Source: an optimization exercise on an open RTL-to-GDS flow (aim: small area and a short achievable clock period). Production flows keep margins and buffers that such runs may drop. At most, simulation tests tie the RTL to the original design; equivalence was not proved. For runs 1 and 7, only the layout was checked, not whether the RTL still works. Power and IR drop assume default switching activity.

[design/flow/flow/run.sh]
#!/bin/bash
# The standard layout, with plain buffers on the ports instead of the delay
# buffers buffer_ports picks by default. Every port still gets its buffer.
set -euo pipefail
export BUFFER_PORTS_ARGS="-buffer_cell sky130_fd_sc_hd__buf_2"
bash standard.sh > standard.log 2>&1
[design/flow/standard.sh]
#!/bin/bash
# synth_recipe.tcl (not shown) runs the flow's synth.tcl, then flattens the netlist and writes it again
# the make line also repeats each setting of config.mk as NAME=value (left out here)
make -C /OpenROAD-flow-scripts/flow DESIGN_CONFIG=/design/flow/config.mk WORK_HOME=/design/flow/orfs CLKGATE_MAP_FILE= SYNTH_SCRIPT=/design/flow/synth_recipe.tcl "${@:-finish}"
[design/flow/config.mk]
export PLATFORM = sky130hd
export DESIGN_NAME = ranker_top
export DESIGN_NICKNAME = ranker_top
export VERILOG_FILES = /design/flow/design.v
export SDC_FILE = /design/flow/constraint.sdc
export NUM_CORES = 4
export LEC_CHECK = 0
export CAP_MARGIN = 20
export CORE_MARGIN = 2
export CORE_UTILIZATION = 65
export CTS_BUF_LIST = sky130_fd_sc_hd__clkbuf_8
export SETUP_SLACK_MARGIN = 4.6
export SLEW_MARGIN = 20
[design/flow/constraint.sdc]
create_clock -name core_clock -period 7.5 [get_ports {clk}]
set_input_delay 1.5000 -clock core_clock [delete_from_list [all_inputs] [get_ports {clk}]]
set_output_delay 1.5000 -clock core_clock [all_outputs]
set_load 0.01 [all_outputs]
[design/flow/design.v]
`timescale 1ns/1ps
package axil_pkg;
    localparam int addr_width = 16;
    localparam int data_width = 32;
    localparam int strb_width = 4;
    typedef enum logic [1:0] {
        resp_okay   = 2'b00,
        resp_slverr = 2'b10
    } resp_t;
    typedef enum logic [1:0] {
        wr_idle,
        wr_data,
        wr_resp
    } wr_state_t;
    typedef enum logic {
        rd_idle,
        rd_resp
    } rd_state_t;
endpackage
`timescale 1ns/1ps
package ranker_pkg;
    localparam logic [15:0] addr_control = 16'h0000;
    localparam logic [15:0] addr_status  = 16'h0004;
    localparam logic [15:0] addr_config  = 16'h0008;
    localparam logic [15:0] addr_hash_lo = 16'h0020;
    localparam logic [15:0] addr_hash_hi = 16'h0024;
    localparam logic [15:0] addr_seg_lo  = 16'h0028;
    localparam logic [15:0] addr_seg_hi  = 16'h002C;
    localparam logic [15:0] addr_pos_lo  = 16'h0030;
    localparam logic [15:0] addr_pos_hi  = 16'h0034;
    localparam logic [15:0] addr_score   = 16'h0038;
    localparam logic [15:0] addr_result  = 16'h003C;
    localparam int ctrl_valid_bit  = 1;
    localparam int status_done_bit = 1;
    localparam int status_rank_lo  = 16;
    typedef logic [63:0] key_t;
    typedef logic [31:0] score_t;
    typedef logic [15:0] rank_t;
endpackage
`timescale 1ns/1ps
`timescale 1ns/1ps
`timescale 1ns/1ps
`timescale 1ns/1ps
module ranker_top (
    input  logic                  clk,
    input  logic                  reset,
    input  logic [axil_pkg::addr_width-1:0] awaddr,
    input  logic                  awvalid,
    output logic                  awready,
    input  logic [axil_pkg::data_width-1:0] wdata,
    input  logic [axil_pkg::strb_width-1:0] wstrb,
    input  logic                  wvalid,
    output logic                  wready,
    output axil_pkg::resp_t                 bresp,
    output logic                  bvalid,
    input  logic                  bready,
    input  logic [axil_pkg::addr_width-1:0] araddr,
    input  logic                  arvalid,
    output logic                  arready,
    output logic [axil_pkg::data_width-1:0] rdata,
    output axil_pkg::resp_t                 rresp,
    output logic                  rvalid,
    input  logic                  rready,
    output logic                  irq_out
);
    localparam logic [3:0] w_control = 4'h0;
    localparam logic [3:0] w_status  = 4'h1;
    localparam logic [3:0] w_config  = 4'h2;
    localparam logic [3:0] w_hash_lo = 4'h8;
    localparam logic [3:0] w_hash_hi = 4'h9;
    localparam logic [3:0] w_seg_lo  = 4'hA;
    localparam logic [3:0] w_seg_hi  = 4'hB;
    localparam logic [3:0] w_pos_lo  = 4'hC;
    localparam logic [3:0] w_pos_hi  = 4'hD;
    localparam logic [3:0] w_score   = 4'hE;
    localparam logic [3:0] w_result  = 4'hF;
    function automatic logic writable(input logic [15:0] a);
        writable = (a[15:6] == 10'd0) && (a[1:0] == 2'd0) &&
                   (a[5:2] == w_control || a[5:2] == w_config ||
                    (a[5:2] >= w_hash_lo && a[5:2] != w_result));
    endfunction
    function automatic logic readable(input logic [15:0] a);
        readable = (a[15:6] == 10'd0) && (a[1:0] == 2'd0) &&
                   (a[5:2] <= w_config || a[5:2] >= w_hash_lo);
    endfunction
    logic       st_idle, st_data, st_resp;
    logic       aw_err;
    logic [8:0] wsel;    
    function automatic logic [3:0] w_target(input int i);
        case (i)
            0: w_target = w_control;
            1: w_target = w_config;
            2: w_target = w_hash_lo;
            3: w_target = w_hash_hi;
            4: w_target = w_seg_lo;
            5: w_target = w_seg_hi;
            6: w_target = w_pos_lo;
            7: w_target = w_pos_hi;
            default: w_target = w_score;
        endcase
    endfunction
    assign awready = st_idle;
    assign wready  = st_data;
    assign bvalid  = st_resp;
    assign bresp   = axil_pkg::resp_t'({aw_err, 1'b0});
    always_ff @(posedge clk or posedge reset) begin
        if (reset) begin
            st_idle <= 1'b1;
            st_data <= 1'b0;
            st_resp <= 1'b0;
        end else begin
            if (st_idle && awvalid) st_idle <= 1'b0;
            else if (st_resp && bready) st_idle <= 1'b1;
            if (st_idle && awvalid) st_data <= 1'b1;
            else if (st_data && wvalid) st_data <= 1'b0;
            if (st_data && wvalid) st_resp <= 1'b1;
            else if (st_resp && bready) st_resp <= 1'b0;
        end
    end
    always_ff @(posedge clk) begin
        if (st_idle) aw_err <= !writable(awaddr);
        for (int i = 0; i < 9; i++) begin
            if (st_idle)
                wsel[i] <= awvalid && writable(awaddr) && awaddr[5:2] == w_target(i);
            else if (st_data && wvalid)
                wsel[i] <= 1'b0;
        end
    end
    logic        live_q;
    logic [31:0] control_q, config_q, hash_lo_q, hash_hi_q, seg_lo_q, seg_hi_q;
    logic [31:0] pos_lo_q, pos_hi_q, score_q, result_q;
    logic        done_q;
    logic [31:0] wr_data;
    always_ff @(posedge clk or posedge reset) begin
        if (reset) live_q <= 1'b0;
        else       live_q <= 1'b1;
    end
    assign wr_data = live_q ? wdata : 32'd0;
    logic [8:0]  lane_en [4];
    always_comb begin
        for (int i = 0; i < 4; i++) begin
            for (int r = 0; r < 9; r++) lane_en[i][r] = !live_q || (wsel[r] && wvalid && wstrb[i]);
        end
    end
    always_ff @(posedge clk) begin
        for (int i = 0; i < 4; i++) begin
            if (lane_en[i][0]) control_q[i*8 +: 8] <= wr_data[i*8 +: 8];
            if (lane_en[i][1]) config_q[i*8 +: 8]  <= wr_data[i*8 +: 8];
            if (lane_en[i][2]) hash_lo_q[i*8 +: 8] <= wr_data[i*8 +: 8];
            if (lane_en[i][3]) hash_hi_q[i*8 +: 8] <= wr_data[i*8 +: 8];
            if (lane_en[i][4]) seg_lo_q[i*8 +: 8]  <= wr_data[i*8 +: 8];
            if (lane_en[i][5]) seg_hi_q[i*8 +: 8]  <= wr_data[i*8 +: 8];
            if (lane_en[i][6]) pos_lo_q[i*8 +: 8]  <= wr_data[i*8 +: 8];
            if (lane_en[i][7]) pos_hi_q[i*8 +: 8]  <= wr_data[i*8 +: 8];
            if (lane_en[i][8]) score_q[i*8 +: 8]   <= wr_data[i*8 +: 8];
        end
    end
    logic [63:0] same;
    logic [31:0] diff1_q, diff2_q;
    logic [6:0]  cnt_q;
    logic        run1_q, run2_q;
    assign same = ~({hash_hi_q, hash_lo_q} ^ {seg_hi_q, seg_lo_q});
    function automatic logic [1:0] fa(input logic a, input logic b, input logic c);
        fa = {(a & b) | (a & c) | (b & c), a ^ b ^ c};
    endfunction
    function automatic logic [1:0] ha(input logic a, input logic b);
        ha = {a & b, a ^ b};
    endfunction
    logic t1_1, t1_2, t1_3, t1_4, t1_5, t1_6, t1_7, t1_8, t1_9, t1_10, t1_11, t1_12, t1_13, t1_14, t1_15, t1_16, t1_17, t1_18, t1_19, t1_20, t1_21, t1_22, t1_23, t1_24, t1_25, t1_26, t1_27, t1_28, t1_29, t1_30, t1_31, t1_32, t1_33, t1_34, t1_35, t1_36, t1_37, t1_38, t1_39, t1_40, t1_41, t1_42, t1_43, t1_44, t1_45, t1_46, t1_47, t1_48, t1_49, t1_50, t1_51, t1_52, t1_53, t1_54, t1_55, t1_56, t1_57, t1_58, t1_59, t1_60, t1_61, t1_62, t1_63, t1_64, t1_65, t1_66, t1_67, t1_68, t1_69, t1_70, t1_71, t1_72, t1_73, t1_74, t1_75, t1_76, t1_77, t1_78, t1_79, t1_80, t1_81, t1_82, t1_83, t1_84, t1_85, t1_86, t1_87, t1_88;
    assign {t1_2, t1_1} = fa(same[0], same[1], same[2]);
    assign {t1_4, t1_3} = fa(same[3], same[4], same[5]);
    assign {t1_6, t1_5} = fa(same[6], same[7], same[8]);
    assign {t1_8, t1_7} = fa(same[9], same[10], same[11]);
    assign {t1_10, t1_9} = fa(same[12], same[13], same[14]);
    assign {t1_12, t1_11} = fa(same[15], same[16], same[17]);
    assign {t1_14, t1_13} = fa(same[18], same[19], same[20]);
    assign {t1_16, t1_15} = fa(same[21], same[22], same[23]);
    assign {t1_18, t1_17} = fa(same[24], same[25], same[26]);
    assign {t1_20, t1_19} = fa(same[27], same[28], same[29]);
    assign {t1_22, t1_21} = fa(same[30], same[31], same[32]);
    assign {t1_24, t1_23} = fa(same[33], same[34], same[35]);
    assign {t1_26, t1_25} = fa(same[36], same[37], same[38]);
    assign {t1_28, t1_27} = fa(same[39], same[40], same[41]);
    assign {t1_30, t1_29} = fa(same[42], same[43], same[44]);
    assign {t1_32, t1_31} = fa(same[45], same[46], same[47]);
    assign {t1_34, t1_33} = fa(same[48], same[49], same[50]);
    assign {t1_36, t1_35} = fa(same[51], same[52], same[53]);
    assign {t1_38, t1_37} = fa(same[54], same[55], same[56]);
    assign {t1_40, t1_39} = fa(same[57], same[58], same[59]);
    assign {t1_42, t1_41} = fa(same[60], same[61], same[62]);
    assign {t1_44, t1_43} = fa(same[63], t1_1, t1_3);
    assign {t1_46, t1_45} = fa(t1_5, t1_7, t1_9);
    assign {t1_48, t1_47} = fa(t1_11, t1_13, t1_15);
    assign {t1_50, t1_49} = fa(t1_17, t1_19, t1_21);
    assign {t1_52, t1_51} = fa(t1_23, t1_25, t1_27);
    assign {t1_54, t1_53} = fa(t1_29, t1_31, t1_33);
    assign {t1_56, t1_55} = fa(t1_35, t1_37, t1_39);
    assign {t1_58, t1_57} = fa(t1_41, t1_43, t1_45);
    assign {t1_60, t1_59} = fa(t1_47, t1_49, t1_51);
    assign {t1_62, t1_61} = fa(t1_2, t1_4, t1_6);
    assign {t1_64, t1_63} = fa(t1_8, t1_10, t1_12);
    assign {t1_66, t1_65} = fa(t1_14, t1_16, t1_18);
    assign {t1_68, t1_67} = fa(t1_20, t1_22, t1_24);
    assign {t1_70, t1_69} = fa(t1_26, t1_28, t1_30);
    assign {t1_72, t1_71} = fa(t1_32, t1_34, t1_36);
    assign {t1_74, t1_73} = fa(t1_38, t1_40, t1_42);
    assign {t1_76, t1_75} = fa(t1_44, t1_46, t1_48);
    assign {t1_78, t1_77} = fa(t1_50, t1_52, t1_54);
    assign {t1_80, t1_79} = fa(t1_56, t1_61, t1_63);
    assign {t1_82, t1_81} = fa(t1_65, t1_67, t1_69);
    assign {t1_84, t1_83} = fa(t1_62, t1_64, t1_66);
    assign {t1_86, t1_85} = fa(t1_68, t1_70, t1_72);
    assign {t1_88, t1_87} = ha(t1_84, t1_86);
    logic [20:0] tree1_q;
    always_ff @(posedge clk) begin
        tree1_q[0] <= t1_53;   
        tree1_q[1] <= t1_55;   
        tree1_q[2] <= t1_57;   
        tree1_q[3] <= t1_59;   
        tree1_q[4] <= t1_71;   
        tree1_q[5] <= t1_73;   
        tree1_q[6] <= t1_58;   
        tree1_q[7] <= t1_60;   
        tree1_q[8] <= t1_75;   
        tree1_q[9] <= t1_77;   
        tree1_q[10] <= t1_79;   
        tree1_q[11] <= t1_81;   
        tree1_q[12] <= t1_74;   
        tree1_q[13] <= t1_76;   
        tree1_q[14] <= t1_78;   
        tree1_q[15] <= t1_80;   
        tree1_q[16] <= t1_82;   
        tree1_q[17] <= t1_83;   
        tree1_q[18] <= t1_85;   
        tree1_q[19] <= t1_87;   
        tree1_q[20] <= t1_88;   
    end
    logic t2_1, t2_2, t2_3, t2_4, t2_5, t2_6, t2_7, t2_8, t2_9, t2_10, t2_11, t2_12, t2_13, t2_14, t2_15, t2_16, t2_17, t2_18, t2_19, t2_20, t2_21, t2_22, t2_23, t2_24, t2_25, t2_26;
    assign {t2_2, t2_1} = fa(tree1_q[0], tree1_q[1], tree1_q[2]);
    assign {t2_4, t2_3} = fa(tree1_q[4], tree1_q[5], tree1_q[6]);
    assign {t2_6, t2_5} = fa(tree1_q[7], tree1_q[8], tree1_q[9]);
    assign {t2_8, t2_7} = fa(tree1_q[10], tree1_q[11], t2_2);
    assign {t2_10, t2_9} = fa(t2_3, t2_5, t2_7);
    assign {t2_12, t2_11} = fa(tree1_q[12], tree1_q[13], tree1_q[14]);
    assign {t2_14, t2_13} = fa(tree1_q[15], tree1_q[16], tree1_q[17]);
    assign {t2_16, t2_15} = fa(tree1_q[18], t2_4, t2_6);
    assign {t2_18, t2_17} = fa(t2_11, t2_13, t2_8);
    assign {t2_20, t2_19} = fa(t2_15, t2_10, t2_17);
    assign {t2_22, t2_21} = fa(tree1_q[19], t2_12, t2_14);
    assign {t2_24, t2_23} = fa(t2_16, t2_21, t2_18);
    assign {t2_26, t2_25} = fa(tree1_q[20], t2_22, t2_24);
    logic [6:0] tree2a_q, tree2b_q;
    always_ff @(posedge clk) begin
        tree2a_q[0] <= tree1_q[3];
        tree2b_q[0] <= t2_1;
        tree2a_q[1] <= t2_9;
        tree2b_q[1] <= 1'b0;
        tree2a_q[2] <= t2_19;
        tree2b_q[2] <= 1'b0;
        tree2a_q[3] <= t2_20;
        tree2b_q[3] <= t2_23;
        tree2a_q[4] <= t2_25;
        tree2b_q[4] <= 1'b0;
        tree2a_q[5] <= t2_26;
        tree2b_q[5] <= 1'b0;
        tree2a_q[6] <= 1'b0;
        tree2b_q[6] <= 1'b0;
    end
    logic        borrow1_q;
    always_ff @(posedge clk) begin
        {borrow1_q, diff1_q[15:0]} <= {1'b0, score_q[15:0]} - {1'b0, pos_lo_q[15:0]};
        diff1_q[31:16] <= score_q[31:16];
        diff2_q <= {diff1_q[31:16] - {15'd0, borrow1_q}, diff1_q[15:0]};
    end
    always_ff @(posedge clk or posedge reset) begin
        if (reset) begin
            run1_q <= 1'b0;
            run2_q <= 1'b0;
        end else begin
            run1_q <= control_q[ranker_pkg::ctrl_valid_bit] && live_q;
            run2_q <= run1_q;
        end
    end
    assign irq_out = run2_q;
    logic [15:0] res_lo_q, res_hi_q;
    logic        res_c_q;
    logic [6:0]  cnt3;
    logic [16:0] lo_sum;
    assign cnt3   = tree2a_q + tree2b_q;
    assign lo_sum = {1'b0, diff2_q[15:0]} + {2'b0, tree2a_q, 8'd0} + {2'b0, tree2b_q, 8'd0};
    always_ff @(posedge clk or posedge reset) begin
        if (reset)       done_q <= 1'b0;
        else if (run2_q) done_q <= 1'b1;
    end
    always_ff @(posedge clk) begin
        if (run2_q) begin
            {res_c_q, res_lo_q} <= lo_sum;
            res_hi_q            <= diff2_q[31:16];
            cnt_q               <= cnt3;
        end
    end
    assign result_q = {res_hi_q + {15'd0, res_c_q}, res_lo_q};
    logic        rd_idle, rd_busy;
    logic [31:0] rd_word;
    logic        rd_ok;
    logic        rd_err;
    assign arready = rd_idle;
    assign rvalid  = rd_busy;
    assign rresp   = axil_pkg::resp_t'({rd_err, 1'b0});
    always_ff @(posedge clk or posedge reset) begin
        if (reset) begin
            rd_idle <= 1'b1;
            rd_busy <= 1'b0;
        end else begin
            if (arvalid && rd_idle) begin
                rd_idle <= 1'b0;
                rd_busy <= 1'b1;
            end else if (rd_busy && rready) begin
                rd_idle <= 1'b1;
                rd_busy <= 1'b0;
            end
        end
    end
    assign rd_ok = readable(araddr);
    always_comb begin
        case (araddr[5:2])
            w_control: rd_word = control_q;
            w_status:  rd_word = {9'd0, done_q ? cnt_q : 7'd0, 14'd0, done_q, 1'b0};
            w_config:  rd_word = config_q;
            w_hash_lo: rd_word = hash_lo_q;
            w_hash_hi: rd_word = hash_hi_q;
            w_seg_lo:  rd_word = seg_lo_q;
            w_seg_hi:  rd_word = seg_hi_q;
            w_pos_lo:  rd_word = pos_lo_q;
            w_pos_hi:  rd_word = pos_hi_q;
            w_score:   rd_word = score_q;
            w_result:  rd_word = done_q ? result_q : 32'd0;
            default:   rd_word = '0;
        endcase
        if (!rd_ok || !live_q) rd_word = '0;
    end
    always_ff @(posedge clk) begin
        if (rd_idle) begin
            rdata  <= rd_word;
            rd_err <= !rd_ok;
        end
    end
endmodule
==> results of run 1 <==
==> per-layer routing <==
metal	up-vias	GRT usage, %
li1	5587	-
met1	6286	48.0
met2	954	53.0
met3	141	9.20
met4	0	11.2
met5	-	0
==> final timing paths <==
| check | end | slack, ps |
|---|---|---|
| worst max-delay path | rdata[28] | 4530 |
| worst min-delay path | diff2_q[1] | 320 |
| worst max register to register | borrow1_q | 4860 |
| worst min register to register | diff2_q[1] | 320 |
| max in group asynchronous | st_idle | 6350 |
| min in group asynchronous | rd_busy | 850 |
==> cell families after synthesis <==
family	Yosys count	synth area share (%)
fa+ha+maj	94	8.02
xor+xnor	112	4.84
buf+inv	149	2.99
mux	43	2.39
other cells	2	0.0371
flops	474	65.4
simple gates	344	8.14
compound gates	234	8.21
==> report_power, final <==
group          internal (mW)  leakage (nW)  switching (mW)
sequential              3.28          4.65           0.219
clock                   1.17         0.845           0.991
combinational          0.611          3.53           0.927
total                   5.06          9.02            2.14
==> layout make-up <==
type	instances	area (µm²)	area share (%)
clock inverters	55	328	1.43
inverters	90	342	1.49
repair buffers	131	767	3.35
multi-input cells	830	6540	28.6
clock buffers	84	1160	5.05
flip-flops and latches	474	13300	57.9
well taps	396	495	2.17
==> worst max-delay path, stage by stage <==
cell and delay (ps):
buf_2 110, buf_12 190, nor2_1 840, a22oi_1 230, nor2_1 140, a221o_1 180
a211oi_1 70, nor2_1 120
==> cell usage after synthesis, drive strengths merged, types with 9 or more instances <==
cell type	n	share of area, %
a21oi	43	1.1
a221oi	20	0.86
a222oi	10	0.49
a22o	23	0.99
a22oi	39	1.4
a31oi	22	0.68
and2	43	1.3
buf	24	0.67
clkbuf	35	0.65
dfxtp	94	9.3
edfxtp	371	55
fa	60	5.9
ha	34	2.1
inv	90	1.7
mux2	13	0.72
mux2i	27	1.3
nand2	139	2.6
nand2b	10	0.31
nand3	15	0.37
nor2	68	1.3
nor2b	9	0.28
nor3	20	0.59
o21ai	24	0.59
xnor2	31	1.3
xor2	81	3.5
==> flip-flops by register name, indices dropped and copies added, names as in the netlist, 2 cells and up <==
| name | count |
|---|---|
| score_q | 32 |
| pos_lo_q | 32 |
| hash_lo_q | 32 |
| tree2b_q | 2 |
| diff1_q | 32 |
| control_q | 32 |
| tree1_q | 21 |
| wsel | 9 |
| config_q | 32 |
| res_hi_q | 16 |
| seg_hi_q | 32 |
| tree2a_q | 6 |
| seg_lo_q | 32 |
| rdata | 32 |
| diff2_q | 32 |
| pos_hi_q | 32 |
| cnt_q | 7 |
| res_lo_q | 16 |
| hash_hi_q | 32 |
==> timing repair <==
action,CTS,global route
resized for setup,35,17
setup endpoints to repair,32,30
hold endpoints to repair,0,0
setup buffers,2,0
==> stage by stage <==
stage	power [mW]	util, %	setup slack (ps)
finish	7.20	74.6	4530
global route	7.54	74.6	4520
CTS	7.22	74.4	4570
detailed placement	5.05	69.1	3120
global placement	4.97	69.1	3230
floorplan	4.45	-	4540
==> flow_summary.ini, run 1 <==
[clocking]
clkSinkCount = 474
cts-hold-fix-buffers = 0
insertion_delay_ps = 600
cts_buffer_depth = 3
clk_transition_reported_paths_ps = 50
cts_buffers = 76
htreeDepth = 3
cts-root-buf = clkbuf_8
cts_tree = yes

[placement]
dp.cells = 1919
dp_hpwl_um = 38700
place_congestion = 0.921
dpl-instance-area_um2 = 21200
io_buffers = 114

[grt]
grt_pass1_wl_um = 80900
grt_max_degree = 43
grt_pass1_vias = 12897
track_usage_pct = 34.3
overflow = 0
grt_antenna_before_repair = 0

[detailed_routing]
drtPass1Iterations = 8
viasPerCell = 6.30
drt_iter0_markers = 2056
ant_nets = 0
wl_met1_um = 20800
wl_per_cell_um = 26.8
met3_length_um = 7140
drc = 0
routed.top_layer = met4
routed_wl_um = 55200
vias = 12968
wl_met2_um = 25500

[worst_setup_path]
crit_path_start_kind = input pin
crit_start = araddr[2]
crit_path_end_kind = register
crit_arrival_ps = 3410
required_ps = 7940
cp_max_fo = 42
r2r_cells = 8
crit_type = input pin to register
r2r_start = pos_lo_q[0]

[layout]
drive_above_1_share_pct = 17.3
area_delta_synth_final_pct = 12.9
final_cell_mix = edfxtp_1 (371), nand2_1 (137), inv_1 (111), buf_2 (111), dfxtp_1 (94)
design_area_um2 = 22900
final_common_cell = edfxtp_1
final_cells = 2060
fill_cells = 2032
layout.nets = 1772
diodes = 0

[die]
ios = 117
core-area_um2 = 30700
die_y_um = 181
start_util_pct = 66.1
die_area_um2 = 32600
rows = 64
die_x_um = 181

[timing]
finalMaxSlewViolations = 0
max_freq_mhz = 336
finalCriticalPeriod_ps = 2970
rsz0062_at_grt = true
fin_skew_ps = 24.1
worstMarginPinSlew_ps = 1080
max_slew_margin_pct = 27.9
hold_ws_ps = 325
fin_tns_setup_ps = 0
setup_viol = 0
fin_crit_sh_pct = 39.7
hold_viol = 0

[synth]
async_reset_ff_share_pct = 1.90
synth_ff_type = edfxtp_1
synth-edff-count = 371
synth_seq_cells = 474
yosys_warnings = 2
synth-seq-area-share_pct = 65.4
syn_area_um2 = 20300
syn_area_per_cell_um2 = 14.0
synth_cell_types = 63
synth_cells = 1452

[min_path]
min_from = diff1_q[1]
worstHoldPathCells = 0
hp-class = register to register

[pwr]
ir_worst_vdd_mv = 0.172
leakagePower_nw = 9.02
power_density_nw_per_um2 = 315

[status]
status = finished clean

[run]
maxCapViolations = 0
==> run 2: changes to the inputs <==
--- a/design/flow/design.v
+++ b/design/flow/design.v
@@ -101,4 +101,6 @@
     endfunction
     assign awready = st_idle;
+    logic       aw_idle;
+    assign aw_idle = !(st_data || st_resp);
     assign wready  = st_data;
     assign bvalid  = st_resp;
@@ -110,7 +112,7 @@
             st_resp <= 1'b0;
         end else begin
-            if (st_idle && awvalid) st_idle <= 1'b0;
+            if (aw_idle && awvalid) st_idle <= 1'b0;
             else if (st_resp && bready) st_idle <= 1'b1;
-            if (st_idle && awvalid) st_data <= 1'b1;
+            if (aw_idle && awvalid) st_data <= 1'b1;
             else if (st_data && wvalid) st_data <= 1'b0;
             if (st_data && wvalid) st_resp <= 1'b1;
@@ -119,7 +121,7 @@
     end
     always_ff @(posedge clk) begin
-        if (st_idle) aw_err <= !writable(awaddr);
+        if (aw_idle) aw_err <= !writable(awaddr);
         for (int i = 0; i < 9; i++) begin
-            if (st_idle)
+            if (aw_idle)
                 wsel[i] <= awvalid && writable(awaddr) && awaddr[5:2] == w_target(i);
             else if (st_data && wvalid)
@@ -157,7 +159,7 @@
     end
     logic [63:0] same;
-    logic [31:0] diff1_q, diff2_q;
+    logic [31:0] diff1_q, diff2_q, res_diff_q;
     logic [6:0]  cnt_q;
-    logic        run1_q, run2_q;
+    logic        run1_q, run2_q, res_en_q;
     assign same = ~({hash_hi_q, hash_lo_q} ^ {seg_hi_q, seg_lo_q});
     function automatic logic [1:0] fa(input logic a, input logic b, input logic c);
@@ -267,4 +269,6 @@
         tree2b_q[6] <= 1'b0;
     end
+    logic [6:0] cnt3;
+    assign cnt3 = tree2a_q + tree2b_q;
     logic        borrow1_q;
     always_ff @(posedge clk) begin
@@ -283,10 +287,5 @@
     end
     assign irq_out = run2_q;
-    logic [15:0] res_lo_q, res_hi_q;
-    logic        res_c_q;
-    logic [6:0]  cnt3;
-    logic [16:0] lo_sum;
-    assign cnt3   = tree2a_q + tree2b_q;
-    assign lo_sum = {1'b0, diff2_q[15:0]} + {2'b0, tree2a_q, 8'd0} + {2'b0, tree2b_q, 8'd0};
+    always_ff @(posedge clk) res_en_q <= run1_q;
     always_ff @(posedge clk or posedge reset) begin
         if (reset)       done_q <= 1'b0;
@@ -294,11 +293,10 @@
     end
     always_ff @(posedge clk) begin
-        if (run2_q) begin
-            {res_c_q, res_lo_q} <= lo_sum;
-            res_hi_q            <= diff2_q[31:16];
-            cnt_q               <= cnt3;
+        if (res_en_q) begin
+            res_diff_q <= diff2_q;
+            cnt_q      <= cnt3;
         end
     end
-    assign result_q = {res_hi_q + {15'd0, res_c_q}, res_lo_q};
+    assign result_q = res_diff_q + {17'd0, cnt_q, 8'd0};
     logic        rd_idle, rd_busy;
     logic [31:0] rd_word;
@@ -313,5 +311,5 @@
             rd_busy <= 1'b0;
         end else begin
-            if (arvalid && rd_idle) begin
+            if (arvalid && !rd_busy) begin
                 rd_idle <= 1'b0;
                 rd_busy <= 1'b1;
@@ -341,5 +339,5 @@
     end
     always_ff @(posedge clk) begin
-        if (rd_idle) begin
+        if (!rd_busy) begin
             rdata  <= rd_word;
             rd_err <= !rd_ok;
--- a/design/flow/config.mk
+++ b/design/flow/config.mk
@@ -8,6 +8,8 @@
 export CAP_MARGIN = 20
 export CORE_MARGIN = 2
-export CORE_UTILIZATION = 65
-export CTS_BUF_LIST = sky130_fd_sc_hd__clkbuf_8
-export SETUP_SLACK_MARGIN = 4.6
+export CORE_UTILIZATION = 40
+export CTS_BUF_LIST = sky130_fd_sc_hd__clkbuf_8 sky130_fd_sc_hd__clkbuf_16
+export CTS_CLUSTER_DIAMETER = 100
+export CTS_CLUSTER_SIZE = 30
+export SETUP_SLACK_MARGIN = 4.5
 export SLEW_MARGIN = 20
==> flow_summary.ini, run 2 <==
[status]
status = finished clean

[grt]
track_usage_pct = 19.6
grt_antenna_before_repair = 0
grt_pass1_vias = 11662
grt_pass1_wl_um = 73200
grt_max_degree = 65
overflow = 0

[detailed_routing]
drtPass1Iterations = 6
wl_per_cell_um = 23.4
drt_iter0_markers = 1022
ant_nets = 0
viasPerCell = 5.44
drc = 0
vias = 11566
routed_wl_um = 49800

[worst_setup_path]
required_ps = 7780
crit_arrival_ps = 3170
r2r_cells = 9
crit_path_start_kind = input pin
cp_max_fo = 31
crit_type = input pin to register
crit_path_end_kind = register

[timing]
fin_tns_setup_ps = 0
finalMaxSlewViolations = 0
max_freq_mhz = 346
hold_viol = 0
fin_crit_sh_pct = 38.6
rsz0062_at_grt = false
setup_viol = 0
setup_slack_ps = 4610
worstMarginPinSlew_ps = 735
finalCriticalPeriod_ps = 2890
max_slew_margin_pct = 51.0
fin_skew_ps = 15.8

[pwr]
ir_worst_vdd_mv = 0.160
power_density_nw_per_um2 = 279
leakagePower_nw = 7.95

[placement]
place_congestion = 0.832
post-place-ws_ps = 4010
dp_hpwl_um = 33200
io_buffers = 114

[synth]
synth_cell_types = 70
synth_cells = 1358
synthTopCellsByCount = edfxtp_1 (370), nand2_1 (111), dfxtp_1 (95)
yosys.area.top_type_share_pct = 56.3
synth_simple_gate_area_share_pct = 7.20
yosys.area_share.adder_pct = 7.72
synth-seq-area-share_pct = 67.1
async_reset_ff_share_pct = 1.90
synthXorXnorAreaFrac_pct = 4.48
syn_area_um2 = 19700
synth_seq_cells = 474
yosys_warnings = 2
syn_area_per_cell_um2 = 14.5
synth-edff-count = 370
yosys-top-cells-area = edfxtp_1 (56%), dfxtp_1 (9.6%), fa_1 (5.9%)
synth_most_common_cell = edfxtp_1
synth_compound_area_share_pct = 10.1
synth_ff_type = edfxtp_1
muxShareOfSynthArea_pct = 0.101
yosysTopAreaCell = edfxtp_1
synth_top_family_by_area = compound AO/OA/AOI/OAI gates

[clocking]
htreeDepth = 1
cts_buffers = 19
insertion_delay_ps = 540
cts-hold-fix-buffers = 0
clk_transition_reported_paths_ps = 110
cts_tree = yes
cts-root-buf = clkbuf_16
cts_buffer_depth = 3
clkSinkCount = 474

[layout]
drive_above_1_share_pct = 12.5
diodes = 0
final_cell_mix = edfxtp_1 (370), buf_2 (113), nand2_1 (111)
layout.nets = 1612
final_common_cell = edfxtp_1
area_delta_synth_final_pct = 9.33
fill_cells = 4458

[min_path]
hp-class = register to register
worstHoldPathCells = 0

[die]
die_y_um = 226
rows = 81
core-area_um2 = 48800
ios = 117
die_x_um = 226
start_util_pct = 40.4
die_area_um2 = 51100

[run]
maxCapViolations = 0
[run 2: cell count changes in the layout (fill, tap and decap cells not counted), sizes merged, moves of 25 or more]
cell	before	now
a222oi	10	42
clkbuf	84	20
clkinv	28	1
mux2i	27	2
nand2	139	111
nor2	68	32
xnor2	31	64
xor2	81	37
[run 2: final timing paths]
| path | startpoint | endpoint | slack, ps |
|---|---|---|---|
| max | araddr[2] | rdata[31] | 4610 |
| min | diff1_q[11] | diff2_q[11] | 340 |
| max reg2reg | cnt_q[0] | rdata[30] | 4680 |
| min reg2reg | diff1_q[11] | diff2_q[11] | 340 |
| max in group asynchronous | reset | st_idle | 6310 |
| min in group asynchronous | reset | rd_busy | 900 |
[run 2: power breakdown]
group	switching, mW	internal (mW)	leakage (nW)
sequential	0.203	3.28	4.66
combinational	0.789	0.517	2.98
clock	0.756	0.472	0.308
[run 2: timing repair]
action                     CTS  global route
resized for setup            0             4
setup endpoints to repair    0             4
setup buffers                0             3
[run 2: critical path, cell delays in order]
cell and delay (ps):
buf_2 170, nor2b_4 160, nor2b_2 150, buf_4 290
a222oi_1 390, nand3_1 120, a221oi_1 270, a21oi_1 100
[run 2: logic make-up after synthesis]
group | after synthesis
adders and majority gates | 87
AOI/OAI and AO/OA | 258
other | 2
xor gates and xnor gates | 101
DFF | 474
muxes | 2
and+or+nand+nor | 282
buffers and inverters | 152
[run 2: cell type report]
type                            count  area [µm²]  share of cell area (%)
Sequential cell                   474       13200                    61.4
Multi-Input combinational cell    733        5910                    27.4
Tap cell                          664         831                    3.85
Timing Repair Buffer              131         717                    3.32
Clock buffer                       19         475                    2.20
Inverter                           91         342                    1.58
Clock inverter                     14        57.6                   0.267
[run 2: metal layers]
layer / GRT usage (%) / wire length (µm) / vias to the layer above
li1: - / - / 5227
met1: 27.4 / 21500 / 5827
met2: 32.6 / 23600 / 454
met3: 2.56 / 3690 / 58
met4: 4.63 / 1060 / 0
met5: 0 / 0 / -
[run 2: through the flow]
step	hold slack (ps)	power (mW)	instance area (µm²)	std cells	util, %
finish	337	6.01	21600	2126	44.2
global route	346	6.37	21600	2126	44.2
CTS	339	6.06	21500	2123	44.1
detailed placement	312	4.85	21000	2090	43.0
global placement	310	4.82	21000	2089	43.0
floorplan	310	4.34	19800	1359	-
==> run 3: changes to the inputs <==
--- a/design/flow/config.mk
+++ b/design/flow/config.mk
@@ -12,4 +12,4 @@
 export CTS_CLUSTER_DIAMETER = 100
 export CTS_CLUSTER_SIZE = 30
-export SETUP_SLACK_MARGIN = 4.5
+export SETUP_SLACK_MARGIN = 4.95
 export SLEW_MARGIN = 20
==> flow_summary.ini, run 3 <==
[grt]
grt_antenna_before_repair = 1
track_usage_pct = 20.5
overflow = 0
grt_pass1_vias = 11873
grt_pass1_wl_um = 76200
grt_max_degree = 71

[synth]
syn_area_per_cell_um2 = 14.5
synth_seq_cells = 474
yosys_warnings = 2
yosysTopAreaCell = edfxtp_1
synth_cells = 1358
synth_cell_types = 70
yosys-top-cells-area = edfxtp_1 (56%), dfxtp_1 (9.6%), fa_1 (5.9%)
synth-edff-count = 370
syn_area_um2 = 19700
async_reset_ff_share_pct = 1.90
synth_ff_type = edfxtp_1
synth-seq-area-share_pct = 67.1
synthTopCellsByCount = edfxtp_1 (370), nand2_1 (111), dfxtp_1 (95)
synth_most_common_cell = edfxtp_1
yosys.area.top_type_share_pct = 56.3

[placement]
dp_hpwl_um = 33600
io_buffers = 114
post-place-ws_ps = 3580
place_congestion = 0.831

[worst_setup_path]
cp_max_fo = 2
critPathMaxStageDelay_ps = 570
cp_cell_sequence = buf_6
crit_start = st_idle
r2r_cells = 8
crit_arrival_ps = 1220
timing.critical_path.buf_inv = 1
required_ps = 6000
cpMaxStageDelayCell = dfstp_2
r2r_start = cnt_q[1]
cp.depth = 1
crit_family = flip-flops
crit_type = register to primary output
crit_path_end_kind = primary output
crit_path_start_kind = register

[die]
core-area_um2 = 48800
die_x_um = 226
die_y_um = 226
rows = 81
die_area_um2 = 51100
ios = 117
start_util_pct = 40.4

[timing]
setup_viol = 0
setup_slack_ps = 4780
finalMaxSlewViolations = 0
max_slew_margin_pct = 28.3
fin_crit_sh_pct = 36.3
worstMarginPinSlew_ps = 1080
rsz0062_at_grt = true
fin_skew_ps = 21.2
hold_viol = 0
finalCriticalPeriod_ps = 2720
max_freq_mhz = 367
fin_tns_setup_ps = 0

[layout]
diodes = 0
final_common_cell = edfxtp_1
final_cell_mix = edfxtp_1 (370), nand2_1 (110), inv_1 (102)
fill_cells = 4364
layout.nets = 1662
area_delta_synth_final_pct = 14.9
drive_above_1_share_pct = 18.7

[status]
status = finished clean

[clocking]
cts-root-buf = clkbuf_16
insertion_delay_ps = 550
cts_buffer_depth = 3
cts_buffers = 19
cts_tree = yes
clk_transition_reported_paths_ps = 120
htreeDepth = 1
cts-hold-fix-buffers = 0
clkSinkCount = 474

[min_path]
worstHoldPathCells = 0
min_from = diff1_q[3]
hp-class = register to register

[detailed_routing]
drc = 0
wl_per_cell_um = 25.3
vias = 11973
routed_wl_um = 55000
drt_iter0_markers = 1268
drtPass1Iterations = 6
viasPerCell = 5.50
ant_nets = 0

[pwr]
leakagePower_nw = 8.38
power_density_nw_per_um2 = 273
ir_worst_vdd_mv = 0.152

[run]
maxCapViolations = 0
[run 3: cell counts after synthesis]
Identical to the previous run, type by type.
[run 3: path summary, 6_finish.rpt]
path	end	slack (ps)
max	awready	4780
min	diff2_q[3]	340
max reg2reg	rdata[31]	4950
min reg2reg	diff2_q[3]	340
max in group asynchronous	rd_idle	6290
min in group asynchronous	run2_q	900
[run 3: repair_timing]
item | in CTS | in global routing
setup buffers | 19 | 26
pin swaps | 20 | 32
gates cloned | 4 | 5
hold endpoints to repair | 0 | 0
endpoints found under the setup margin | 73 | 72
gates resized for setup | 53 | 56
[run 3: layer usage]
layer / track usage, % / wire length, µm / up-vias
met4: 3.84 / 890 / 2
met1: 28.9 / 23400 / 6091
met3: 2.93 / 3980 / 51
met5: 0 / 13 / -
li1: - / - / 5323
met2: 34.4 / 26700 / 506
[run 3: cells by family after synthesis]
logic type               Yosys count  share of synthesized area (%)
flip-flops                       474                           67.1
other                              2                         0.0381
multiplexers                       2                          0.101
XOR/XNOR                         101                           4.48
adder cells (fa/ha/maj)           87                           7.72
AND/OR/NAND/NOR                  282                           7.20
buffers and inverters            152                           3.31
AO/OA/AOI/OAI                    258                           10.1
[run 3: metrics by stage]
stage / utilization [%] / instances / hold slack [ps] / total power, mW / instance area, µm²
6_report: 46.4 / 2176 / 336 / 6.19 / 22700
5_1_grt: 46.4 / 2176 / 340 / 6.49 / 22700
4_1_cts: 45.2 / 2145 / 338 / 6.11 / 22100
3_5_place_dp: 43.1 / 2089 / 312 / 4.85 / 21100
3_3_place_gp: 43.1 / 2089 / 311 / 4.82 / 21100
2_1_floorplan: - / 1359 / 310 / 4.35 / 19900
[run 3: final cells by class]
type	count	area [µm²]	share of cell area, %
clock buffers	19	475	2.10
clock inverters	14	57.6	0.254
inverters	91	342	1.51
multi-input cells	735	6290	27.7
flip-flops and latches	474	13200	58.4
well taps	664	831	3.66
repair buffers	179	1450	6.39
[run 3: report_power, final]
part / switching, mW / internal [mW] / total [mW]
combinational: 0.861 / 0.593 / 1.45
clock: 0.771 / 0.472 / 1.24
sequential: 0.214 / 3.28 / 3.49
==> run 4: changes to the inputs <==
--- a/design/flow/config.mk
+++ b/design/flow/config.mk
@@ -8,8 +8,8 @@
 export CAP_MARGIN = 20
 export CORE_MARGIN = 2
-export CORE_UTILIZATION = 40
+export CORE_UTILIZATION = 55
 export CTS_BUF_LIST = sky130_fd_sc_hd__clkbuf_8 sky130_fd_sc_hd__clkbuf_16
 export CTS_CLUSTER_DIAMETER = 100
 export CTS_CLUSTER_SIZE = 30
-export SETUP_SLACK_MARGIN = 4.95
+export SETUP_SLACK_MARGIN = 4.75
 export SLEW_MARGIN = 20
==> flow_summary.ini, run 4 <==
[status]
status = finished clean

[worst_setup_path]
r2r_end = rdata[24]
cp_max_fo = 16
r2r_cells = 10
rrSetupSlack_ps = 4820
crit_type = input pin to register
crit_path_start_kind = input pin
crit_arrival_ps = 3030
required_ps = 7800
crit_path_end_kind = register
r2r_start = cnt_q[0]

[layout]
layout.nets = 1616
drive_above_1_share_pct = 13.8
final_cell_mix = edfxtp_1 (370), nand2_1 (110), buf_2 (108)
area_delta_synth_final_pct = 8.91
final_common_cell = edfxtp_1
fill_cells = 2785

[timing]
max_slew_margin_pct = 28.6
max_freq_mhz = 367
hold_viol = 0
fin_crit_sh_pct = 36.4
rsz0062_at_grt = true
setup_viol = 0
fin_tns_setup_ps = 0
hold_ws_ps = 335
worstMarginPinSlew_ps = 1070
finalMaxSlewViolations = 0
fin_skew_ps = 30.5
finalCriticalPeriod_ps = 2730

[clocking]
cts-hold-fix-buffers = 0
cts-root-buf = clkbuf_16
htreeDepth = 1
cts_tree = yes
clk_transition_reported_paths_ps = 120
insertion_delay_ps = 560
cts_buffer_depth = 3
clkSinkCount = 474
cts_buffers = 19

[grt]
grt_antenna_before_repair = 1
track_usage_pct = 26.4
grt_pass1_wl_um = 73300
grt_max_degree = 60
grt_pass1_vias = 11620
overflow = 0

[synth]
yosysTopAreaCell = edfxtp_1
yosys.area.top_type_share_pct = 56.3
synth_ff_type = edfxtp_1
syn_area_per_cell_um2 = 14.5
synthTopCellsByCount = edfxtp_1 (370), nand2_1 (111), dfxtp_1 (95)
async_reset_ff_share_pct = 1.90
syn_area_um2 = 19700
synth-seq-area-share_pct = 67.1
synth_most_common_cell = edfxtp_1
synth_cell_types = 70
yosys_warnings = 2
synth_cells = 1358
synth_seq_cells = 474
yosys-top-cells-area = edfxtp_1 (56%), dfxtp_1 (9.6%), fa_1 (5.9%)
synth-edff-count = 370

[detailed_routing]
drc = 0
ant_nets = 0
routed_wl_um = 50200
viasPerCell = 6.04
wl_per_cell_um = 26.0
vias = 11645
drt_iter0_markers = 1356
drtPass1Iterations = 8

[min_path]
hold_path_end = diff2_q[2]
hp-class = register to register
worstHoldPathCells = 0
min_from = diff1_q[2]

[placement]
io_buffers = 114
dp_hpwl_um = 33300
place_congestion = 0.816

[pwr]
power_density_nw_per_um2 = 281
leakagePower_nw = 8.01
ir_worst_vdd_mv = 0.174

[die]
core-area_um2 = 35500
die_y_um = 193
die_x_um = 193
start_util_pct = 55.6
rows = 69
ios = 117
die_area_um2 = 37400

[run]
maxCapViolations = 0
## run 4: changes by cell type in the layout (fill, tap and decap cells not counted), moves of 5 or more
cell | previous run | this run
buf_4 | 39 | 16
buf_6 | 18 | 4
buf_12 | 11 | 2
buf_2 | 101 | 108
ha_4 | 5 | 0
nor4_1 | 12 | 17
## run 4: timing repair
| action | 4_1_cts | 5_1_grt |
|---|---|---|
| buffers inserted | 4 | 2 |
| resized for setup | 7 | 22 |
| cloned | 0 | 1 |
| setup endpoints to repair | 32 | 22 |
| pin swaps | 2 | 4 |
## run 4: cells by family (layout without fill, tap and decap cells)
kind of cell / after synthesis / in the layout / synth area share, %
adders and majority gates: 87 / 87 / 7.72
and+or+nand+nor: 282 / 283 / 7.20
buffers and inverters: 152 / 259 / 3.31
DFF: 474 / 474 / 67.1
AOI/OAI and AO/OA: 258 / 258 / 10.1
xor gates and xnor gates: 101 / 101 / 4.48
other: 2 / 4 / 0.0381
muxes: 2 / 2 / 0.101
## run 4: routing by layer
| metal | up-vias | part of all wire (%) | track usage, % |
|---|---|---|---|
| met1 | 5886 | 44 | 39.3 |
| met3 | 51 | 6.9 | 2.44 |
| met2 | 465 | 48 | 43.1 |
| met5 | - | 0 | 0 |
| li1 | 5243 | - | - |
| met4 | 0 | 1.6 | 4.86 |
## run 4: how the worst max path moves through the flow
stage / cells after the start / endpoint / start
3_5_place_dp: 8 / rdata[19] / araddr[3]
5_1_grt: 8 / rdata[19] / araddr[2]
6_report: 8 / rdata[23] / araddr[2]
4_1_cts: 1 / arready / rd_idle
2_1_floorplan: 9 / rdata[19] / araddr[2]
3_3_place_gp: 7 / rdata[16] / araddr[3]
## run 4: power breakdown
group          internal (mW)  switching [mW]
Sequential              3.28           0.205
Combinational          0.516           0.794
Clock                  0.474           0.768
## run 4: worst max-delay path: stages
cell and delay [ps]:
clkbuf_4 230, nand2b_1 260, nor3_4 80, buf_4 220, a222oi_1 300, nand3_1 120
a221oi_2 220, a21oi_2 80
## run 4: through the flow
step                      instance area (µm²)  instances  utilization [%]  setup slack [ps]  power (mW)
after floorplan                         19900       1359                -              4490        4.35
after global placement                  20800       1887             58.6              3710        4.80
after detailed placement                20800       1887             58.6              3680        4.85
after CTS                               21400       1925             60.3              4750        6.07
after global routing                    21500       1929             60.6              4690        6.37
final                                   21500       1929             60.6              4770        6.03
## run 4: area by class of cell
class                   count  area (µm²)  area share, %
diodes                      1        2.50         0.0116
clock buffers              19         475           2.21
clock inverters            15        63.8          0.297
inverters                  91         342           1.59
multi-input cells         734        6010           28.0
flip-flops and latches    474       13200           61.6
well taps                 461         577           2.68
repair buffers            134         783           3.64
==> run 5: changes to the inputs <==
==> design/flow/flow/run.sh (replaced) <==
#!/bin/bash
# The standard layout, with plain buffers on the ports instead of the delay
# buffers buffer_ports picks by default. Every port still gets its buffer.
set -euo pipefail
export BUFFER_PORTS_ARGS="-buffer_cell sky130_fd_sc_hd__buf_1"
bash standard.sh > standard.log 2>&1
--- a/design/flow/config.mk
+++ b/design/flow/config.mk
@@ -8,5 +8,5 @@
 export CAP_MARGIN = 20
 export CORE_MARGIN = 2
-export CORE_UTILIZATION = 55
+export CORE_UTILIZATION = 40
 export CTS_BUF_LIST = sky130_fd_sc_hd__clkbuf_8 sky130_fd_sc_hd__clkbuf_16
 export CTS_CLUSTER_DIAMETER = 100
==> flow_summary.ini, run 5 <==
[timing]
worstMarginPinSlew_ps = 1050
fin_skew_ps = 22.7
finalMaxSlewViolations = 0
max_slew_margin_pct = 29.8
hold_viol = 0
finalCriticalPeriod_ps = 2710
fin_crit_sh_pct = 36.2
max_freq_mhz = 368
rsz0062_at_grt = true
fin_tns_setup_ps = 0
setup_viol = 0
hold_ws_ps = 337

[placement]
io_buffers = 114
dpl-instance-area_um2 = 20900
place_congestion = 0.841
dp_hpwl_um = 33600

[detailed_routing]
wl_met2_um = 24800
viasPerCell = 5.48
vias = 11658
routed.top_layer = met4
met3_length_um = 3720
drc = 0
routed_wl_um = 51000
wl_met1_um = 21800
drtPass1Iterations = 5
wl_per_cell_um = 24.0
drt_iter0_markers = 1268
ant_nets = 0

[pwr]
p_int_mw = 4.27
combPwrFrac_pct = 21.8
ir_worst_vdd_mv = 0.172
pwr-share-clk_pct = 20.7
power_frac_seq_pct = 57.6
swShare_pct = 29.4
power_density_nw_per_um2 = 280
p_sw_mw = 1.78
leakagePower_nw = 7.69
fin_total_pwr_mw = 6.05

[worst_setup_path]
cp.depth = 1
rrSetupSlack_ps = 4840
crit_start = st_idle
crit_path_end_kind = primary output
cp_max_fo = 2
required_ps = 6000
critPathMaxStageDelay_ps = 560
crit_family = flip-flops
cp_cell_sequence = buf_6
endpoint = awready
crit_type = register to primary output
r2r_cells = 10
crit_path_start_kind = register
crit_arrival_ps = 1210
cpMaxStageDelayCell = dfstp_2
r2r_start = cnt_q[0]
timing.critical_path.buf_inv = 1
r2r_end = rdata[22]

[grt]
grt_antenna_before_repair = 0
grt_max_degree = 57
grt_pass1_wl_um = 73800
grt_pass1_vias = 11586
overflow = 0
track_usage_pct = 19.8

[synth]
synth_most_common_cell = edfxtp_1
yosys-top-cells-area = edfxtp_1 (56%), dfxtp_1 (9.6%), fa_1 (5.9%)
synth_cells = 1358
synth-seq-area-share_pct = 67.1
syn_area_um2 = 19700
synth_seq_cells = 474
synth_ff_type = edfxtp_1
yosysTopAreaCell = edfxtp_1
async_reset_ff_share_pct = 1.90
synthTopCellsByCount = edfxtp_1 (370), nand2_1 (111), dfxtp_1 (95)
yosys.area.top_type_share_pct = 56.3
synth-edff-count = 370
syn_area_per_cell_um2 = 14.5
yosys_warnings = 2
synth_cell_types = 70

[status]
status = finished clean

[die]
die_x_um = 226
die_y_um = 226
die_area_um2 = 51100
core-area_um2 = 48800
ios = 117
rows = 81
start_util_pct = 40.4

[clocking]
clk_transition_reported_paths_ps = 110
htreeDepth = 1
cts_buffer_depth = 3
insertion_delay_ps = 560
cts_tree = yes
clkSinkCount = 474
cts-root-buf = clkbuf_16
cts_buffers = 19

[layout]
design_area_um2 = 21600
final_common_cell = edfxtp_1
final_cell_mix = edfxtp_1 (370), nand2_1 (110), buf_1 (108)
drive_above_1_share_pct = 6.55
fill_cells = 4442
diodes = 0
layout.nets = 1615
postLayoutCoreUtil_pct = 44.3
area_delta_synth_final_pct = 9.64

[run]
maxCapViolations = 0

[min_path]
hp-class = register to register
run 5: logic make-up after synthesis:
family / after synthesis / share of synthesized area, %
simple gates: 282 / 7.20
mux: 2 / 0.101
compound gates: 258 / 10.1
xor+xnor: 101 / 4.48
other cells: 2 / 0.0381
flops: 474 / 67.1
buf+inv: 152 / 3.31
fa+ha+maj: 87 / 7.72
run 5: metrics by stage:
stage | setup slack, ps | cells
after floorplan | 4490 | 1359
after global placement | 3600 | 2089
after detailed placement | 3490 | 2089
after CTS | 4750 | 2124
after global routing | 4650 | 2129
final | 4790 | 2129
run 5: metal layers:
metal | track usage (%) | vias to the layer above
met5 | 0 | -
met4 | 3.18 | 0
met3 | 2.46 | 42
met2 | 33.4 | 472
met1 | 28.1 | 5919
li1 | - | 5225
run 5: worst min-delay path by stage:
stage                start     endpoint  slack, ps  depth (start not counted)
2_1_floorplan   diff1_q[0]   diff2_q[0]        310                          0
3_3_place_gp    diff1_q[5]   diff2_q[5]        310                          0
3_5_place_dp    tree1_q[3]  tree2a_q[0]        310                          0
4_1_cts         diff1_q[7]   diff2_q[7]        340                          0
5_1_grt        diff1_q[11]  diff2_q[11]        340                          0
6_report       diff1_q[12]  diff2_q[12]        340                          0
run 5: area by class of cell:
class                      instances  area, µm²  share of cell area (%)
clock buffer                      19        475                    2.20
clock inverter                    14       62.6                   0.289
inverter                          91        342                    1.58
multi-input combinational        734       6030                    27.8
sequential                       474      13200                    61.2
tap                              664        831                    3.84
timing repair buffer             133        659                    3.05
run 5: power by group through the flow:
stage / Sequential [mW] / Clock (mW) / Combinational [mW]
2_1_floorplan: 3.47 / 0 / 0.875
3_3_place_gp: 3.54 / 0 / 1.27
3_5_place_dp: 3.55 / 0 / 1.31
4_1_cts: 3.49 / 1.28 / 1.33
5_1_grt: 3.52 / 1.37 / 1.52
6_report: 3.49 / 1.25 / 1.32
run 5: repair_timing:
action                                  CTS  global route
resized for setup                        20            21
cloned                                    0             1
setup buffers                             2             4
pin swaps                                 1             6
endpoints found under the setup margin   34            27
hold buffers                              0             0
==> run 6: changes to the inputs <==
==> design/flow/flow/run.sh (replaced) <==
#!/bin/bash
# The standard layout, with plain buffers on the ports instead of the delay
# buffers buffer_ports picks by default. Every port still gets its buffer.
set -euo pipefail
export BUFFER_PORTS_ARGS="-buffer_cell sky130_fd_sc_hd__buf_2"
bash standard.sh > standard.log 2>&1
==> flow_summary.ini, run 6 <==
[timing]
worstMarginPinSlew_ps = 941
max_freq_mhz = 367
finalCriticalPeriod_ps = 2720
rsz0062_at_grt = true
hold_ws_ps = 337
fin_crit_sh_pct = 36.3
setup_viol = 0
max_slew_margin_pct = 37.3
finalMaxSlewViolations = 0
fin_tns_setup_ps = 0
hold_viol = 0
fin_skew_ps = 26.9

[worst_setup_path]
crit_arrival_ps = 1220
cpMaxStageDelayCell = dfstp_2
r2r_start = pos_lo_q[0]
crit_type = register to primary output
crit_path_end_kind = primary output
timing.critical_path.buf_inv = 1
crit_path_start_kind = register
crit_family = flip-flops
rrSetupSlack_ps = 4870
cp_max_fo = 3
r2r_cells = 8
r2r_end = borrow1_q
required_ps = 6000
cp_cell_sequence = buf_6
critPathMaxStageDelay_ps = 570

[layout]
final_common_cell = edfxtp_1
drive_above_1_share_pct = 14.0
diodes = 0
final_cell_mix = edfxtp_1 (370), nand2_1 (110), buf_2 (108)
fill_cells = 4387
area_delta_synth_final_pct = 10.4
final_cells = 2131
layout.nets = 1616

[synth]
yosys-top-cells-area = edfxtp_1 (56%), dfxtp_1 (9.6%), fa_1 (5.9%)
synth_ff_type = edfxtp_1
yosysTopAreaCell = edfxtp_1
synth_cells = 1358
yosys_warnings = 2
synthTopCellsByCount = edfxtp_1 (370), nand2_1 (111), dfxtp_1 (95)
synth_cell_types = 70
synth-edff-count = 370
yosys.area.top_type_share_pct = 56.3
synth_most_common_cell = edfxtp_1
synth-seq-area-share_pct = 67.1
syn_area_per_cell_um2 = 14.5
syn_area_um2 = 19700
synth_seq_cells = 474
async_reset_ff_share_pct = 1.90

[detailed_routing]
drt_iter0_markers = 1191
drc = 0
viasPerCell = 5.48
routed_wl_um = 51600
ant_nets = 0
drtPass1Iterations = 6
vias = 11676
wl_per_cell_um = 24.2

[pwr]
power_frac_seq_pct = 57.7
power_density_nw_per_um2 = 278
combPwrFrac_pct = 21.8
p_int_mw = 4.28
pwr-share-clk_pct = 20.6
p_sw_mw = 1.77
swShare_pct = 29.3
ir_worst_vdd_mv = 0.156
leakagePower_nw = 8.02

[min_path]
hp-class = register to register
hold_path_end = diff2_q[9]
min_from = diff1_q[9]
worstHoldPathCells = 0

[grt]
grt_pass1_wl_um = 74400
grt_max_degree = 71
track_usage_pct = 20.0
overflow = 0
grt_antenna_before_repair = 0
grt_pass1_vias = 11681

[die]
die_x_um = 226
start_util_pct = 40.4
die_y_um = 226
core-area_um2 = 48800
rows = 81
die_area_um2 = 51100
ios = 117

[clocking]
cts_buffers = 19
clkSinkCount = 474
cts-hold-fix-buffers = 0
clk_transition_reported_paths_ps = 110
insertion_delay_ps = 550
cts_buffer_depth = 3
cts-root-buf = clkbuf_16
htreeDepth = 1
cts_tree = yes

[status]
status = finished clean

[run]
maxCapViolations = 0

[placement]
dp.cells = 2089
io_buffers = 114
dp_hpwl_um = 34200
place_congestion = 0.796
[run 6: cell count changes in the layout (fill, tap and decap cells not counted), moves of 2 or more]
cell      change
clkbuf_4      -2
buf_1       -108
buf_4         +3
buf_2       +108
[run 6: layer usage]
layer / part of all wire (%) / GRT usage (%) / wire (µm) / vias to the layer above
li1: - / - / - / 5241
met1: 43 / 27.9 / 22100 / 5888
met2: 49 / 33.8 / 25100 / 500
met3: 6.9 / 2.35 / 3580 / 47
met4: 1.5 / 4.07 / 799 / 0
met5: 0 / 0 / 0 / -
[run 6: kinds of logic after synthesis]
logic type	count (synthesis)	synth area share [%]
xor gates and xnor gates	101	4.48
DFF	474	67.1
buffers and inverters	152	3.31
AOI/OAI and AO/OA	258	10.1
muxes	2	0.101
other	2	0.0381
and+or+nand+nor	282	7.20
adders and majority gates	87	7.72
[run 6: power by group through the flow]
stage / registers [mW] / clock network, mW / logic [mW]
after floorplan: 3.47 / 0 / 0.875
after global placement: 3.54 / 0 / 1.28
after detailed placement: 3.55 / 0 / 1.31
after CTS: 3.49 / 1.27 / 1.33
after global routing: 3.53 / 1.35 / 1.53
final: 3.49 / 1.24 / 1.32
[run 6: timing repair]
item,in CTS,in global routing
buffers inserted,4,3
endpoints found under the hold margin,0,0
setup endpoints to repair,34,24
gates resized for setup,14,27
pin swaps,2,7
gates cloned,0,1
[run 6: worst max path at each step]
| stage | startpoint | to | slack [ps] | depth (start not counted) |
|---|---|---|---|---|
| 4_1_cts | rd_idle | arready | 4750 | 1 |
| 3_5_place_dp | araddr[2] | rdata[26] | 3660 | 7 |
| 5_1_grt | rd_idle | arready | 4720 | 1 |
| 3_3_place_gp | araddr[2] | rdata[23] | 3730 | 8 |
| 6_report | rd_idle | arready | 4780 | 1 |
| 2_1_floorplan | araddr[2] | rdata[19] | 4490 | 9 |
[run 6: area by class of cell]
type,count,area (µm²),area share [%]
inverters,91,343,1.57
multi-input cells,734,6030,27.7
well taps,664,831,3.81
repair buffers,134,793,3.64
clock buffers,19,475,2.18
flip-flops and latches,474,13200,60.8
clock inverters,15,66.3,0.304
[run 6: metrics by stage]
step | utilization, % | power (mW) | setup WS [ps] | cell area [µm²]
3_5_place_dp | 43.1 | 4.86 | 3660 | 21000
6_report | 44.6 | 6.05 | 4780 | 21800
4_1_cts | 44.4 | 6.10 | 4750 | 21700
5_1_grt | 44.6 | 6.40 | 4720 | 21800
3_3_place_gp | 43.1 | 4.82 | 3730 | 21000
2_1_floorplan | - | 4.35 | 4490 | 19900
==> run 7: changes to the inputs <==
--- a/design/flow/design.v
+++ b/design/flow/design.v
@@ -84,5 +84,5 @@
                    (a[5:2] <= w_config || a[5:2] >= w_hash_lo);
     endfunction
-    logic       st_idle, st_data, st_resp;
+    logic       st_busy, st_data, st_resp;
     logic       aw_err;
     logic [8:0] wsel;    
@@ -100,5 +100,5 @@
         endcase
     endfunction
-    assign awready = st_idle;
+    assign awready = !st_busy;
     logic       aw_idle;
     assign aw_idle = !(st_data || st_resp);
@@ -108,10 +108,10 @@
     always_ff @(posedge clk or posedge reset) begin
         if (reset) begin
-            st_idle <= 1'b1;
+            st_busy <= 1'b0;
             st_data <= 1'b0;
             st_resp <= 1'b0;
         end else begin
-            if (aw_idle && awvalid) st_idle <= 1'b0;
-            else if (st_resp && bready) st_idle <= 1'b1;
+            if (aw_idle && awvalid) st_busy <= 1'b1;
+            else if (st_resp && bready) st_busy <= 1'b0;
             if (aw_idle && awvalid) st_data <= 1'b1;
             else if (st_data && wvalid) st_data <= 1'b0;
@@ -303,5 +303,5 @@
     logic        rd_ok;
     logic        rd_err;
-    assign arready = rd_idle;
+    assign arready = !rd_busy;
     assign rvalid  = rd_busy;
     assign rresp   = axil_pkg::resp_t'({rd_err, 1'b0});
@@ -311,5 +311,5 @@
             rd_busy <= 1'b0;
         end else begin
-            if (arvalid && !rd_busy) begin
+            if (arvalid && rd_idle) begin
                 rd_idle <= 1'b0;
                 rd_busy <= 1'b1;
@@ -339,5 +339,5 @@
     end
     always_ff @(posedge clk) begin
-        if (!rd_busy) begin
+        if (rd_idle) begin
             rdata  <= rd_word;
             rd_err <= !rd_ok;
--- a/design/flow/config.mk
+++ b/design/flow/config.mk
@@ -12,4 +12,4 @@
 export CTS_CLUSTER_DIAMETER = 100
 export CTS_CLUSTER_SIZE = 30
-export SETUP_SLACK_MARGIN = 4.75
+export SETUP_SLACK_MARGIN = 4.85
 export SLEW_MARGIN = 20
==> flow_summary.ini, run 7 <==
[pwr]
power_density_nw_per_um2 = 279
p_int_mw = 4.30
p_sw_mw = 1.82
combPwrFrac_pct = 22.6
swShare_pct = 29.7
pwr-share-clk_pct = 20.5
ir_worst_vdd_mv = 0.145
leakagePower_nw = 8.11
power_frac_seq_pct = 56.9

[grt]
grt_pass1_vias = 11341
grt.busiest_layer = met2
track_usage_pct = 20.0
use_met2_pct = 33.8
met3_usage_pct = 2.39
grt_max_degree = 40
grt_pass1_wl_um = 74000
overflow = 0
grtUsageMet1_pct = 27.5
grt_antenna_before_repair = 0

[synth]
yosys-top-cells-area = edfxtp_1 (57%), dfxtp_1 (9.8%), fa_1 (6.0%)
yosysTopAreaCell = edfxtp_1
synth_cell_types = 57
yosys.area.top_type_share_pct = 57.0
synth_ff_type = edfxtp_1
syn_area_per_cell_um2 = 14.7
async_reset_ff_share_pct = 1.90
yosys_warnings = 2
synth-edff-count = 370
synth_cells = 1326
syn_area_um2 = 19500
synth-seq-area-share_pct = 68.0
synth_most_common_cell = edfxtp_1
synth_seq_cells = 474
synthTopCellsByCount = edfxtp_1 (370), nand2_1 (118), dfxtp_1 (95)

[worst_setup_path]
cpMaxStageDelayCell = edfxtp_1
crit_arrival_ps = 1200
crit_type = register to primary output
crit_path_end_kind = primary output
cp_cell_sequence = buf_2
crit_family = flip-flops
crit_path_start_kind = register
required_ps = 6000
timing.critical_path.buf_inv = 1
critPathMaxStageDelay_ps = 480
cp_max_fo = 1

[layout]
layout.nets = 1613
area_delta_synth_final_pct = 12.6
final_cell_mix = edfxtp_1 (370), nand2_1 (116), buf_2 (105)
diodes = 0
drive_above_1_share_pct = 15.3
final_common_cell = edfxtp_1
postLayoutCoreUtil_pct = 45.8

[die]
die_area_um2 = 50500
die_x_um = 225
rows = 80
die_y_um = 225
ios = 117
core-area_um2 = 47900
start_util_pct = 40.6

[timing]
rsz0062_at_grt = true
finalCriticalPeriod_ps = 2700
fin_skew_ps = 17.8
finalMaxSlewViolations = 0
setup_slack_ps = 4800
fin_crit_sh_pct = 36.1
fin_tns_setup_ps = 0
setup_viol = 0
worstMarginPinSlew_ps = 775
max_freq_mhz = 370
hold_viol = 0
hold_ws_ps = 338
max_slew_margin_pct = 48.0

[clocking]
cts_buffers = 19
cts-root-buf = clkbuf_16
cts-hold-fix-buffers = 0
insertion_delay_ps = 560
cts_buffer_depth = 3
cts_tree = yes
htreeDepth = 1
clk_transition_reported_paths_ps = 110
clkSinkCount = 474

[run]
maxCapViolations = 0

[placement]
dp_hpwl_um = 33800
io_buffers = 114
place_congestion = 0.799
post-place-ws_ps = 3810

[detailed_routing]
vias = 11487
drc = 0
wl_per_cell_um = 24.7
ant_nets = 0
drt_iter0_markers = 1276
viasPerCell = 5.53
drtPass1Iterations = 7
routed_wl_um = 51300

[status]
status = finished clean

[min_path]
hp-class = register to register
## run 7: changes by cell type in the layout (fill, tap and decap cells not counted), moves of 8 or more
cell     previous run  this run
a22oi_1            52        40
o21ai_1            11         1
xor2_1             37        45
buf_12              1         9
buf_4              14        22
nor2_1             30        39
## run 7: repair_timing
item                       in CTS  in global routing
resized for setup              27                 37
cloned                          1                  2
setup endpoints to repair      58                 55
buffers inserted               10                 11
pin swaps                       4                  8
## run 7: logic make-up (layout without fill, tap and decap cells)
| group | Yosys count | in the layout | share of synthesized area [%] |
|---|---|---|---|
| multiplexers | 2 | 2 | 0.103 |
| AND/OR/NAND/NOR | 292 | 293 | 7.29 |
| other | 2 | 3 | 0.0385 |
| buffers and inverters | 134 | 269 | 2.76 |
| adder cells (fa/ha/maj) | 87 | 87 | 7.82 |
| AO/OA/AOI/OAI | 221 | 221 | 8.91 |
| XOR/XNOR | 114 | 114 | 5.12 |
| flip-flops | 474 | 474 | 68.0 |
## run 7: path summary, 6_finish.rpt
kind	from	endpoint	slack (ps)	cells after the start
worst max-delay path	rdata[1]	rdata[1]	4800	1
min in group asynchronous	reset	rd_busy	890	2
worst min-delay path	diff1_q[4]	diff2_q[4]	340	0
max in group asynchronous	reset	rd_idle	6300	2
worst max register to register	score_q[0]	diff1_q[14]	4970	10
worst min register to register	diff1_q[4]	diff2_q[4]	340	0
## run 7: cell type report
cell class,count,area [µm²]
repair buffers,152,1080
well taps,615,769
fillers,4197,26000
flip-flops and latches,474,13200
multi-input cells,720,6000
inverters,84,315
clock inverters,14,57.6
clock buffers,19,475
## run 7: per-layer routing
| layer | part of all wire (%) | wire length (µm) |
|---|---|---|
| met5 | 0 | 0 |
| met4 | 2.5 | 1310 |
| met3 | 7.0 | 3610 |
| met2 | 48 | 24800 |
| met1 | 42 | 21600 |
## run 7: through the flow
step,instance area [µm²],cells,total power [mW]
2_1_floorplan,19700,1327,4.32
3_3_place_gp,20900,2020,4.82
3_5_place_dp,20900,2021,4.88
4_1_cts,21700,2065,6.13
5_1_grt,21900,2078,6.45
6_report,21900,2078,6.12
## run 7: power by group through the flow
stage / sequential (mW) / clock, mW / combinational (mW)
detailed placement: 3.54 / 0 / 1.33
global placement: 3.53 / 0 / 1.29
finish: 3.48 / 1.25 / 1.38
floorplan: 3.47 / 0 / 0.850
global route: 3.51 / 1.37 / 1.57
CTS: 3.48 / 1.28 / 1.37

## port drivers added, routing unchanged
How much do the figures lean on ideal ports? The routed layouts below were timed once more, with nothing changed but the port constraints. Step 1: set_driving_cell puts a clkbuf_16 on clk and a buf_2 on each other input, an assumption about the parent block. Step 2 also shifts input and output timing later by t, the mid clock arrival at the registers, as if the neighbouring blocks saw the same clock. Three values: ideal, step 1, step 2; two values: the first two.
run	t (ns)	setup WS [ns]	worst setup path at the end	worst register clock-pin slew, ns	pins driven straight from the clock port
run 1	0.641	4.526 / 4.554 / 3.913	input to register	0.07 / 0.07	1
run 2	0.589	4.608 / 4.642 / 4.054	input to register	0.12 / 0.12	1
run 3	0.599	4.777 / 4.721 / 4.279	input to register	0.12 / 0.12	1
run 4	0.597	4.773 / 4.734 / 4.183	input to register	0.12 / 0.12	1
run 5	0.607	4.786 / 4.727 / 4.223	input to register	0.12 / 0.12	1
run 6	0.596	4.777 / 4.723 / 4.262	input to register	0.12 / 0.12	1
run 7	0.607	4.796 / 4.739 / 4.304	input to register	0.12 / 0.12	1
After both steps setup and hold are still met in every run listed. The setup slack of run 1, which loses most, moves by +0.028 ns with the drivers and by -0.613 ns with both steps.
